What follows belongs to an exercise in optimizing a design on an open flow for small area, a short achievable clock period and few clock cycles; a production flow would make more cautious choices.
At most, simulation tests tie the RTL to the original design; equivalence was not proved.

Design mandel_render_top, start of the top module:
module mandel_render_top #(
	parameter int SCREEN_W = 64,
	parameter int SCREEN_H = 48,
	parameter int MAX_ITER = 256,
	parameter int NUM_LANES = 2,
	parameter fixed_point_pkg::fixed_t BASE_STEP = 27'sd393216,
	parameter int ZOOM_MAX = 8
) (
	input  logic clk,
	input  logic reset,
	input  logic zoom_in_i,
	input  logic zoom_out_i,
	input  logic pan_left_i,
	input  logic pan_right_i,
	input  logic pan_up_i,
	input  logic pan_down_i,
	output logic psel_o,
	output logic penable_o,
	output logic pwrite_o,
	output logic [18:0] paddr_o,
	output logic [7:0] pwdata_o,
	input  logic pready_i,
	output logic frame_done_o
);
export LEC_CHECK = 0
export CAP_MARGIN = 65
export CORE_MARGIN = 2
export CORE_UTILIZATION = 40
export CTS_CLUSTER_DIAMETER = 60
export CTS_CLUSTER_SIZE = 25
export SLEW_MARGIN = 65
create_clock -name core_clock -period 15.0 [get_ports {clk}]
run.sh (not shown) runs the stock make flow with config.mk's settings and CLKGATE_MAP_FILE= SYNTH_SCRIPT=/design/flow/synth_recipe.tcl, a recipe that flattens the netlist after the stock synthesis.
Testbench counts at the start, summed over its fixed seeds: cycles 3,488,163.
==> next run, changes <==
Settings changed: CTS_CLUSTER_DIAMETER 60 to 100, CTS_CLUSTER_SIZE 25 to 24.
Global-route usage drops by 0.18 points.
Clock skew climbs by 15 ps.
Count of clock-buffer cells in the layout drops by 20.
Utilization drops by 0.97 points.
Final area drops by 2.2%.
First-iteration DRC count climbs by 1.3%.
Routed wire length drops by 0.49%.
Hold slack hardly moves.
==> next run, changes <==
Settings changed: CTS_CLUSTER_DIAMETER 100 to not set, CTS_CLUSTER_SIZE 24 to not set.
The new run passed the timing, design-rule and antenna checks; synthesized area is unchanged; clock-buffer cell count climbs by 76; final cell count climbs slightly; global-route usage climbs by 0.28 points; design area climbs by a few percent; synthesized cell count stays the same; clock skew climbs by 27 ps.

========
## lane 1
mandel_render_top, a different RTL version from the one above (not shown whole).
For scale: roughly 1,100 flip-flops, ~71,000 um^2 of cells after synthesis.
clock: 15.0 ns
lec_check: 0
abc_area: 1
cap_margin: 50
core_margin: 2
core_utilization: 40
cts_cluster_diameter: 100
cts_cluster_size: 24
slew_margin: 50
Per the final summary, lane 1 finished and its layout is clean on timing, DRC and antenna.
Testbench counts of lane 1, summed over its fixed seeds: cycles 3,488,163.
Inputs modified between lane 1 and lane 2:
- ABC_AREA removed (was 1)
- CAP_MARGIN changed from 50 to 65
- SLEW_MARGIN changed from 50 to 65
Min critical path's largest stage delay across lane 1 and lane 2: lane 2. Relative to lane 1, the final cell area reported for lane 2 is lower. Total number of vias was higher in the run labelled lane 1. Comparing the two runs side by side, lane 2 comes out ahead of lane 1 on maximum frequency. Between lane 2 and lane 1, it is lane 2 whose synthesized area is lower, by 2.1%. As far as count of maximum capacitance violations goes, lane 2 and lane 1 are indistinguishable; the numbers are identical. Lane 1 has a higher worst-case hold slack than lane 2. Run comparison: lane 1 capturing element of the worst setup path scan_lane_i.s1_p0[30]$_DFF_P_; lane 2 capturing element of the worst setup path fb_write_arbiter_i.wr_q[0]$_SDFFE_PP0N_.
Here is what was changed in the inputs of lane 3 compared with lane 2.
- setting ABC_AREA to 1 for the first time
Summary of the comparison: final core utilization is lower in lane 3, relative to lane 2.
When lane 3 is set beside lane 2, its number of antenna repair diodes turns out to be 3 smaller.
Between lane 3 and lane 2, the number of placed instances with taps included is higher for lane 3.
Lane 3 against lane 2: sequential share of layout area fell 0.79 points; die area rose 2.1%.
[diff] worst setup slack, lane 3 relative to lane 2: improvement
NOTE weighted congestion reported at the end of routability-driven placement lane 2->lane 3 increased by a few percent
[compare] base=lane 2 new=lane 3: area growth from synthesis to layout shrank by 0.17 points, number of tapcells grew by 30.
The inputs of lane 4 differ from those of lane 3 as listed below.
- removing ABC_AREA (formerly 1)
- setting ABC_CLOCK_PERIOD_IN_PS to 4500 for the first time
==> comparison <==
- Sequential share of layout area: lane 4 and lane 3 compared, higher one is lane 4
- Lane 4 against lane 3; placed cell count is down by more than 10%.
- Taking lane 3 as the reference, in lane 4 maximum fanout along the worst path shrank by 29; minimum setup slack in the final design shrank by 0.13 ns; worst slew slack as a fraction of its limit went up; total global-route track usage lower.
- Sort lane 4 and lane 3 by met2 routed wirelength desc -> top: lane 3
- Post-layout instance area came out lower on lane 4 than on lane 3.
- Setup slack of the most critical reg-to-reg path, lane 4 and lane 3: larger value in lane 3

========
mandel_render_top, a different RTL version from the one above (not shown whole).
Size: ~40 I/O pins, about 67000 um^2 of cells after synthesis.
clock: 15.0 ns
lec_check: 0
cap_margin: 80
core_margin: 2
core_utilization: 40
slew_margin: 80
standard.sh (not shown) runs the stock make flow with config.mk's settings and CLKGATE_MAP_FILE= SYNTH_SCRIPT=/design/flow/synth_recipe.tcl, a recipe that flattens the netlist after the stock synthesis.
==> flow/flow/run.sh <==
#!/bin/bash
# The standard layout (the standard.sh: standard synthesis, floorplan,
# placement, CTS, routing), with ORFS's timing repair asked for a setup
# margin of 10.5 ns: the clock, its 15 ns period and the I/O constraints are
# unchanged, repair just keeps going until paths are 10.5 ns inside them.
set -euo pipefail
export SETUP_SLACK_MARGIN=10.5
bash standard.sh > standard.log 2>&1
==> next run, changes <==
==> flow/run.sh (new file) <==
#!/bin/bash
# synth_recipe.tcl (not shown) runs the flow's synth.tcl, then flattens the netlist and writes it again
# the make line also repeats each setting of config.mk as NAME=value (left out here)
make -C /OpenROAD-flow-scripts/flow DESIGN_CONFIG=/design/flow/config.mk WORK_HOME=/design/flow/orfs CLKGATE_MAP_FILE= SYNTH_SCRIPT=/design/flow/synth_recipe.tcl finish
removed: flow/flow/run.sh
removed: flow/standard.sh
=> Maximum frequency went down by 8.3%; setup slack gets worse by 500 ps; critical path depth fell by 6; clock-buffer cell count went down by 5.
==> next run, changes <==
Settings changed: CORE_UTILIZATION 40 to 65.
The changed run went through all stages and came out clean.
Setup slack is better by 23 ps.
Utilization grows by 29 points.
Critical path depth increases by 8.
Wire length is higher by 0.76%.
Global-route usage increases by 16 points.
Non-clock buffer count went down by 38.
Design area falls by 1.5%.
Maximum frequency rose by 0.38%.
Via count goes up by 1.2%.
Final cell count goes down by 9.5%.
Function was not checked in any run of this note: the RTL went through the layout flow alone.

========
mandel_render_top, a different RTL version from the one above (not shown whole).
Size: ~6900 cells after synthesis, ~40 I/O pins.
Settings: LEC_CHECK=0, CAP_MARGIN=80, CORE_MARGIN=2, CORE_UTILIZATION=40, SLEW_MARGIN=80; clock period 15.0 ns.
run.sh (not shown) runs the stock make flow with config.mk's settings and CLKGATE_MAP_FILE= SYNTH_SCRIPT=/design/flow/synth_recipe.tcl, a recipe that flattens the netlist after the stock synthesis.
Stock flow here: none of the scripts above is used.
==> next run, changes <==
Settings changed: CAP_MARGIN 80 to 50, SLEW_MARGIN 80 to 50.
Setup slack gains 0.012 ns.
First-iteration DRC count rose by 2.5%.
Synthesized cell count is unchanged.
Maximum frequency barely changes.
Via count fell by 2.1%.
Routed wire length fell by 1.7%.
Global-route usage fell by 0.37 points.
Utilization fell by 2.6 points.
Die area stays the same.
No run of this note included a check of the RTL's function; only the layout flow was run.

========
Another version of the RTL of mandel_render_top (not shown whole).
For scale: about 40 I/O pins, ~0.062 mm^2 of cells after synthesis.
==> flow/config.mk <==
export PLATFORM = sky130hd
export DESIGN_NAME = mandel_render_top
export DESIGN_NICKNAME = mandel_render_top
export VERILOG_FILES = /design/flow/design.v
export SDC_FILE = /design/flow/constraint.sdc
export NUM_CORES = 4
export LEC_CHECK = 0
export CAP_MARGIN = 95
export CORE_MARGIN = 2
export CORE_UTILIZATION = 40
export SLEW_MARGIN = 95
==> flow/constraint.sdc <==
create_clock -name core_clock -period 15.0 [get_ports {clk}]
set_input_delay 3.0000 -clock core_clock [delete_from_list [all_inputs] [get_ports {clk}]]
set_output_delay 3.0000 -clock core_clock [all_outputs]
set_load 0.01 [all_outputs]
The baseline failed in 3_5_place_dp.
Testbench counts at the start, summed over its fixed seeds: cycles 3,485,962.
Change:
Settings changed: CAP_MARGIN 95 to 20, SLEW_MARGIN 95 to 20.
The new run passed the timing, design-rule and antenna checks.
Synthesized area stays the same.
Synthesized cell count is unchanged.

========
mandel_render_top, a different RTL version from the one above (not shown whole).
Size: roughly 40 I/O pins.
export LEC_CHECK = 0
export CAP_MARGIN = 80
export CORE_MARGIN = 2
export CORE_UTILIZATION = 40
export SLEW_MARGIN = 80
create_clock -name core_clock -period 15.0 [get_ports {clk}]
Rerun with:
Settings changed: CAP_MARGIN 80 to 60, SLEW_MARGIN 80 to 60.
=>
- clock-buffer cell count is lower by 13
- synthesized cell count stays the same
- non-clock buffer count is lower by 234
- clock skew is higher by 6.3 ps
- worst setup slack got worse by 140 ps
- global-route usage is lower by 0.32 points
- design area is lower by a few percent
- via count is lower by a few percent
- wire length is lower slightly
No run of this note included a check of the RTL's function; only the layout flow was run.

========
RTL: one of the versions met above, not the one the previous note started from.
Size in the first run: ~6900 cells after synthesis, about 1100 flip-flops, roughly 70000 µm² of cells after synthesis.
==> flow/design.v (excerpt) <==
module mandel_render_top #(
	parameter int SCREEN_W = 64,
	parameter int SCREEN_H = 48,
	parameter int MAX_ITER = 256,
	parameter int NUM_LANES = 2,
	parameter fixed_point_pkg::fixed_t BASE_STEP = 27'sd393216,
	parameter int ZOOM_MAX = 8
) (
	input  logic clk,
	input  logic reset,
	input  logic zoom_in_i,
	input  logic zoom_out_i,
	input  logic pan_left_i,
	input  logic pan_right_i,
	input  logic pan_up_i,
	input  logic pan_down_i,
	output logic psel_o,
	output logic penable_o,
	output logic pwrite_o,
	output logic [18:0] paddr_o,
	output logic [7:0] pwdata_o,
	input  logic pready_i,
	output logic frame_done_o
);
Settings: LEC_CHECK=0, CAP_MARGIN=65, CORE_MARGIN=2, CORE_UTILIZATION=40, CTS_BUF_LIST=sky130_fd_sc_hd__clkbuf_8, SLEW_MARGIN=65; clock period 15.0 ns.
The baseline finished with timing, DRC and antenna clean.
Testbench counts at the start, summed over its fixed seeds: cycles 3,488,163.
Rerun with:
- CAP_MARGIN: 65 -> 20
- CTS_BUF_LIST: sky130_fd_sc_hd__clkbuf_8 -> default
- SLEW_MARGIN: 65 -> 20
What happened: Count of clock-buffer cells in the layout fell by 70; worst setup slack loses 160 ps; clock skew rose by 25 ps; routed wire length fell by 0.55%; global-route usage fell by 0.25 points; worst hold slack loses 20 ps; area after synthesis stays the same.
Rerun with:
- CAP_MARGIN: 20 -> 50
- SLEW_MARGIN: 20 -> 50
After rerunning: The changed run completed without violations; flip-flop and latch count stays the same; synthesized area is unchanged; final area hardly moves; worst setup slack gets better by 220 ps; wire length hardly moves; count of clock-buffer cells in the layout went up by 3; die area is unchanged; non-clock buffer count went up by 2.
Rerun with:
- CAP_MARGIN: 50 -> 65
- CTS_CLUSTER_DIAMETER: default -> 110
- CTS_CLUSTER_SIZE: default -> 28
- SLEW_MARGIN: 50 -> 65
What happened:
- first-iteration DRC count is higher by a little under a tenth
- hold slack gets better by 26 ps
- global-route usage is lower by 0.29 points
- die area is unchanged
- routed wire length is lower slightly
- final cell count is lower slightly
- sequential share of layout area is higher by 0.76 points
- synthesized area does not change
- clock skew is lower by 51 ps

## port drivers added, routing unchanged
How much do the figures lean on ideal ports? The routed layouts below were timed once more, with nothing changed but the port constraints.
Step 1, drivers: a clkbuf_16 drives clk and a buf_2 each remaining input, both assumed.
Step 2 adds t to the input delays and takes it off the output delays; t is the mean of the earliest and latest rising clock arrival at the registers after step 1. Input paths then give back, and output paths get back, about the clock's delay inside the block.
Slacks: no drivers / after step 1 / after step 2; pairs: no drivers / after step 1.
run	shift t [ns]	setup slack, ns	cell pins on the clock port's net
the first run of note 1	0.809	10.208 / 10.158 / 10.140	1
the second run of note 1	0.802	10.220 / 10.145 / 10.141	1
the third run of note 1	0.826	10.221 / 10.144 / 10.137	1
lane 1	0.800	10.054 / 10.054 / 10.054	1
lane 2	0.801	10.225 / 10.225 / 10.134	1
lane 3	0.802	10.356 / 10.293 / 10.142	1
lane 4	0.801	10.225 / 10.225 / 10.134	1
the first run of note 3	0.832	9.518 / 9.518 / 9.518	1
the second run of note 3	0.801	9.021 / 9.021 / 9.021	1
the third run of note 3	0.761	9.044 / 9.044 / 9.044	1
the first run of note 4	0.842	9.532 / 9.532 / 9.532	1
the second run of note 4	0.848	9.544 / 9.544 / 9.544	1
the second run of note 5	0.738	8.318 / 8.318 / 8.318	1
the first run of note 6	0.811	8.156 / 8.156 / 8.156	1
the second run of note 6	0.816	8.012 / 8.012 / 8.012	1
the first run of note 7	1.014	10.029 / 9.949 / 10.132	1
the second run of note 7	0.846	9.873 / 9.873 / 9.873	1
the third run of note 7	0.850	10.091 / 10.091 / 9.958	1
the fourth run of note 7	0.785	10.217 / 10.191 / 10.134	1
After both steps every run listed still meets setup and hold. The setup slack of lane 3, which loses most, moves by -0.063 ns with the drivers and by -0.214 ns with both steps.
